From an optimization exercise on the open Yosys and OpenROAD flow, aimed at small area, a short achievable clock period and few clock cycles per item; shortcuts taken in it are not production practice. The RTL was checked by simulation tests, not by an equivalence proof against the original design. Power and IR drop assume default switching activity.

cedar:
==> flow/design.v <==
package sigmoidPkg;
    localparam int DATA_W = 16;
    localparam int FRAC_W = 8;
    typedef logic signed [DATA_W-1:0] preAct_t;
    typedef logic [DATA_W-1:0] act_t;
    function automatic logic [8:0] sigmoidQT(input logic [4:0] q, input logic [2:0] t);
        case ({q, t})
            8'd0: sigmoidQT = 9'd128;   
            8'd1: sigmoidQT = 9'd134;   
            8'd2: sigmoidQT = 9'd141;   
            8'd3: sigmoidQT = 9'd147;   
            8'd4: sigmoidQT = 9'd153;   
            8'd5: sigmoidQT = 9'd159;   
            8'd8: sigmoidQT = 9'd159;   
            8'd9: sigmoidQT = 9'd165;   
            8'd10: sigmoidQT = 9'd171;   
            8'd11: sigmoidQT = 9'd177;   
            8'd12: sigmoidQT = 9'd182;   
            8'd13: sigmoidQT = 9'd187;   
            8'd16: sigmoidQT = 9'd187;   
            8'd17: sigmoidQT = 9'd192;   
            8'd18: sigmoidQT = 9'd197;   
            8'd19: sigmoidQT = 9'd201;   
            8'd20: sigmoidQT = 9'd205;   
            8'd21: sigmoidQT = 9'd209;   
            8'd24: sigmoidQT = 9'd209;   
            8'd25: sigmoidQT = 9'd213;   
            8'd26: sigmoidQT = 9'd216;   
            8'd27: sigmoidQT = 9'd220;   
            8'd28: sigmoidQT = 9'd223;   
            8'd29: sigmoidQT = 9'd225;   
            8'd32: sigmoidQT = 9'd225;   
            8'd33: sigmoidQT = 9'd228;   
            8'd34: sigmoidQT = 9'd230;   
            8'd35: sigmoidQT = 9'd233;   
            8'd36: sigmoidQT = 9'd235;   
            8'd37: sigmoidQT = 9'd237;   
            8'd40: sigmoidQT = 9'd237;   
            8'd41: sigmoidQT = 9'd238;   
            8'd42: sigmoidQT = 9'd240;   
            8'd43: sigmoidQT = 9'd241;   
            8'd44: sigmoidQT = 9'd243;   
            8'd45: sigmoidQT = 9'd244;   
            8'd48: sigmoidQT = 9'd244;   
            8'd49: sigmoidQT = 9'd245;   
            8'd50: sigmoidQT = 9'd246;   
            8'd51: sigmoidQT = 9'd247;   
            8'd52: sigmoidQT = 9'd248;   
            8'd53: sigmoidQT = 9'd248;   
            8'd56: sigmoidQT = 9'd248;   
            8'd57: sigmoidQT = 9'd249;   
            8'd58: sigmoidQT = 9'd250;   
            8'd59: sigmoidQT = 9'd250;   
            8'd60: sigmoidQT = 9'd251;   
            8'd61: sigmoidQT = 9'd251;   
            8'd64: sigmoidQT = 9'd251;   
            8'd65: sigmoidQT = 9'd252;   
            8'd66: sigmoidQT = 9'd252;   
            8'd67: sigmoidQT = 9'd253;   
            8'd68: sigmoidQT = 9'd253;   
            8'd69: sigmoidQT = 9'd253;   
            8'd72: sigmoidQT = 9'd253;   
            8'd73: sigmoidQT = 9'd253;   
            8'd74: sigmoidQT = 9'd254;   
            8'd75: sigmoidQT = 9'd254;   
            8'd76: sigmoidQT = 9'd254;   
            8'd77: sigmoidQT = 9'd254;   
            8'd80: sigmoidQT = 9'd254;   
            8'd81: sigmoidQT = 9'd254;   
            8'd82: sigmoidQT = 9'd255;   
            8'd83: sigmoidQT = 9'd255;   
            8'd84: sigmoidQT = 9'd255;   
            8'd85: sigmoidQT = 9'd255;   
            8'd88: sigmoidQT = 9'd255;   
            8'd89: sigmoidQT = 9'd255;   
            8'd90: sigmoidQT = 9'd255;   
            8'd91: sigmoidQT = 9'd255;   
            8'd92: sigmoidQT = 9'd255;   
            8'd93: sigmoidQT = 9'd256;   
            8'd161: sigmoidQT = 9'd1;   
            8'd162: sigmoidQT = 9'd1;   
            8'd163: sigmoidQT = 9'd1;   
            8'd164: sigmoidQT = 9'd1;   
            8'd165: sigmoidQT = 9'd1;   
            8'd168: sigmoidQT = 9'd1;   
            8'd169: sigmoidQT = 9'd1;   
            8'd170: sigmoidQT = 9'd1;   
            8'd171: sigmoidQT = 9'd1;   
            8'd172: sigmoidQT = 9'd2;   
            8'd173: sigmoidQT = 9'd2;   
            8'd176: sigmoidQT = 9'd2;   
            8'd177: sigmoidQT = 9'd2;   
            8'd178: sigmoidQT = 9'd2;   
            8'd179: sigmoidQT = 9'd2;   
            8'd180: sigmoidQT = 9'd3;   
            8'd181: sigmoidQT = 9'd3;   
            8'd184: sigmoidQT = 9'd3;   
            8'd185: sigmoidQT = 9'd3;   
            8'd186: sigmoidQT = 9'd3;   
            8'd187: sigmoidQT = 9'd4;   
            8'd188: sigmoidQT = 9'd4;   
            8'd189: sigmoidQT = 9'd5;   
            8'd192: sigmoidQT = 9'd5;   
            8'd193: sigmoidQT = 9'd5;   
            8'd194: sigmoidQT = 9'd6;   
            8'd195: sigmoidQT = 9'd6;   
            8'd196: sigmoidQT = 9'd7;   
            8'd197: sigmoidQT = 9'd8;   
            8'd200: sigmoidQT = 9'd8;   
            8'd201: sigmoidQT = 9'd8;   
            8'd202: sigmoidQT = 9'd9;   
            8'd203: sigmoidQT = 9'd10;   
            8'd204: sigmoidQT = 9'd11;   
            8'd205: sigmoidQT = 9'd12;   
            8'd208: sigmoidQT = 9'd12;   
            8'd209: sigmoidQT = 9'd13;   
            8'd210: sigmoidQT = 9'd15;   
            8'd211: sigmoidQT = 9'd16;   
            8'd212: sigmoidQT = 9'd18;   
            8'd213: sigmoidQT = 9'd19;   
            8'd216: sigmoidQT = 9'd19;   
            8'd217: sigmoidQT = 9'd21;   
            8'd218: sigmoidQT = 9'd23;   
            8'd219: sigmoidQT = 9'd26;   
            8'd220: sigmoidQT = 9'd28;   
            8'd221: sigmoidQT = 9'd31;   
            8'd224: sigmoidQT = 9'd31;   
            8'd225: sigmoidQT = 9'd33;   
            8'd226: sigmoidQT = 9'd36;   
            8'd227: sigmoidQT = 9'd40;   
            8'd228: sigmoidQT = 9'd43;   
            8'd229: sigmoidQT = 9'd47;   
            8'd232: sigmoidQT = 9'd47;   
            8'd233: sigmoidQT = 9'd51;   
            8'd234: sigmoidQT = 9'd55;   
            8'd235: sigmoidQT = 9'd59;   
            8'd236: sigmoidQT = 9'd64;   
            8'd237: sigmoidQT = 9'd69;   
            8'd240: sigmoidQT = 9'd69;   
            8'd241: sigmoidQT = 9'd74;   
            8'd242: sigmoidQT = 9'd79;   
            8'd243: sigmoidQT = 9'd85;   
            8'd244: sigmoidQT = 9'd91;   
            8'd245: sigmoidQT = 9'd97;   
            8'd248: sigmoidQT = 9'd97;   
            8'd249: sigmoidQT = 9'd103;   
            8'd250: sigmoidQT = 9'd109;   
            8'd251: sigmoidQT = 9'd115;   
            8'd252: sigmoidQT = 9'd122;   
            8'd253: sigmoidQT = 9'd128;   
            default: sigmoidQT = 9'd0;
        endcase
    endfunction
endpackage
`timescale 1ns/1ps
module sigmoidLane (
    input  sigmoidPkg::preAct_t x,
    output logic [8:0]          result
);
    logic [4:0] q;
    logic [6:0] r;
    logic [2:0] t;
    logic satHi;
    logic satLo;
    logic [8:0] entry;
    assign q = x[11:7];
    assign r = x[6:0];
    always_comb begin
        if (r >= 7'd116) t = 3'd5;
        else if (r >= 7'd90) t = 3'd4;
        else if (r >= 7'd64) t = 3'd3;
        else if (r >= 7'd39) t = 3'd2;
        else if (r >= 7'd13) t = 3'd1;
        else t = 3'd0;
    end
    assign satHi = (x >= 16'sd1536);
    assign satLo = (x < -16'sd1536);
    assign entry = sigmoidPkg::sigmoidQT(q, t);
    always_comb begin
        if (satHi) result = 9'd256;
        else if (satLo) result = 9'd0;
        else result = entry;
    end
endmodule
`timescale 1ns/1ps
module sigmoidLayer #(
    parameter int NUM_LANES = 10
) (
    input  logic                                 clk,
    input  logic                                 rst,
    input  logic                                 inValid,
    output logic                                 inReady,
    input  sigmoidPkg::preAct_t [NUM_LANES-1:0] inData,
    output logic                                 outValid,
    input  logic                                 outReady,
    output sigmoidPkg::act_t [NUM_LANES-1:0]    outData
);
    logic [8:0] resNext [NUM_LANES];
    logic [8:0] resReg [NUM_LANES];
    logic accept;
    assign inReady = !outValid || outReady;
    assign accept = inValid && inReady;
    always_ff @(posedge clk) begin
        if (rst) begin
            outValid <= 1'b0;
        end else if (inReady) begin
            outValid <= inValid;
        end
    end
    for (genvar i = 0; i < NUM_LANES; i++) begin : genLane
        sigmoidLane lane (
            .x(inData[i]),
            .result(resNext[i])
        );
        always_ff @(posedge clk) begin
            if (accept) begin
                resReg[i] <= resNext[i];
            end
        end
        assign outData[i] = {7'd0, resReg[i]};
    end
endmodule
export LEC_CHECK = 0
export CAP_MARGIN = 20
export CORE_MARGIN = 2
export CORE_UTILIZATION = 40
export PLACE_DENSITY = 0.6
export SETUP_SLACK_MARGIN = 2.0
export SLEW_MARGIN = 20
create_clock -name core_clock -period 4.5 [get_ports {clk}]
standard.sh (not shown) runs the stock make flow with config.mk's settings and CLKGATE_MAP_FILE= SYNTH_SCRIPT=/design/flow/synth_recipe.tcl, a recipe that flattens the netlist after the stock synthesis.
==> flow/flow/run.sh <==
#!/bin/bash
# Standard synthesis, then the combinational logic re-mapped by ABC for area (registers kept
# as the standard synthesis made them), then the standard layout from floorplan to finish.
set -euo pipefail
W=$(pwd)
R=$W/orfs/results/${FLOW_PLATFORM}/sigmoidLayer/base
L=$W/orfs/logs/${FLOW_PLATFORM}/sigmoidLayer/base
LIB=$FLOW_HOME/platforms/${FLOW_PLATFORM}/lib/sky130_fd_sc_hd__tt_025C_1v80.lib

# 1. The standard synthesis
bash standard.sh $R/1_2_yosys.v > $W/log_1_synth.txt 2>&1
cp $R/1_2_yosys.v $W/std_1_2_yosys.v

# 2. Re-map the combinational cells for area
python3 $W/flow/mkmap.py $LIB $W/comb_cells.v > $W/log_2_mkmap.txt 2>&1
DONTUSE=$(grep -o -- "-dont_use [A-Za-z0-9_]*" $L/1_2_yosys.log | sort -u | tr '\n' ' ')
cat > $W/remap.abc <<'EOS'
strash
dch -f
map -a
topo
stime -p
EOS
cat > $W/remap.ys <<EOS
read_liberty -lib $LIB
read_verilog $W/std_1_2_yosys.v
hierarchy -top $FLOW_TOP
techmap -map $W/comb_cells.v
techmap
opt -purge
abc -liberty $LIB $DONTUSE -script $W/remap.abc
opt_clean -purge
hilomap -singleton -hicell sky130_fd_sc_hd__conb_1 HI -locell sky130_fd_sc_hd__conb_1 LO
insbuf -buf sky130_fd_sc_hd__buf_4 A X
splitnets
opt_clean -purge
stat -liberty $LIB
write_verilog -noattr -noexpr -nohex -nodec $W/remap_1_2_yosys.v
EOS
yosys -s $W/remap.ys > $W/log_2_remap.txt 2>&1
cp $W/remap_1_2_yosys.v $R/1_2_yosys.v
touch $R/1_2_yosys.v

# 3. The standard layout, with the smallest buffer on the ports
export BUFFER_PORTS_ARGS="-buffer_cell ${PORT_BUFFER:-sky130_fd_sc_hd__buf_1}"
bash standard.sh > $W/log_3_layout.txt 2>&1
Other scripts of this flow, unchanged in this note and not shown: flow/flow/mkmap.py
Testbench counts of cedar, summed over its fixed seeds: cycles 16,008, beats 16,000.
Input-level comparison between maple and cedar:
Settings: changing SETUP_SLACK_MARGIN from 2.0 to 1.0.
### Flow results
NOTE achievable clock frequency cedar->maple decreased by more than 10%
Detailed-route wire length on metal 1: maple lower than cedar
Of cedar and maple, the run reporting the lower relative contribution of the clock network to total power was cedar.
Compared to cedar, maple has final standard cell utilization of the core 19 points lower.
Comparing the two runs side by side, maple comes out behind cedar on post-route minimum period.
For power in combinational cells, dividing the value from maple by the value from cedar gives 0.62.
Between cedar and maple, the final worst-path cycle share is higher for maple.
Comparing cedar and maple, the lower sequential share of layout area was measured on cedar.

==> what the ideal ports hide <==
How much do the figures lean on ideal ports? The routed layouts below were timed once more, with nothing changed but the port constraints. Step 1 sets driving cells, clkbuf_16 on the clock port and buf_2 on the other inputs (assumed; they add their load-dependent delay and slew). Step 2 adds t to the input delays and takes it off the output delays; t is the mean of the earliest and latest rising clock arrival at the registers after step 1. Input paths then give back, and output paths get back, about the clock's delay inside the block. a / b / c = ideal ports / drivers / drivers and shift; a / b = the first two.
| run | t (ns) | slack for setup (ns) | worst register clock-pin slew, ns | pins driven straight from the clock port |
|---|---|---|---|---|
| cedar | 0.414 | 1.572 / 1.568 / 1.153 | 0.08 / 0.08 | 1 |
| maple | 0.401 | 1.024 / 1.041 / 0.639 | 0.08 / 0.08 | 1 |
After both steps every run listed still meets setup and hold. For cedar, which loses most, drivers alone change the setup slack by -0.004 ns; drivers and shift together by -0.419 ns.
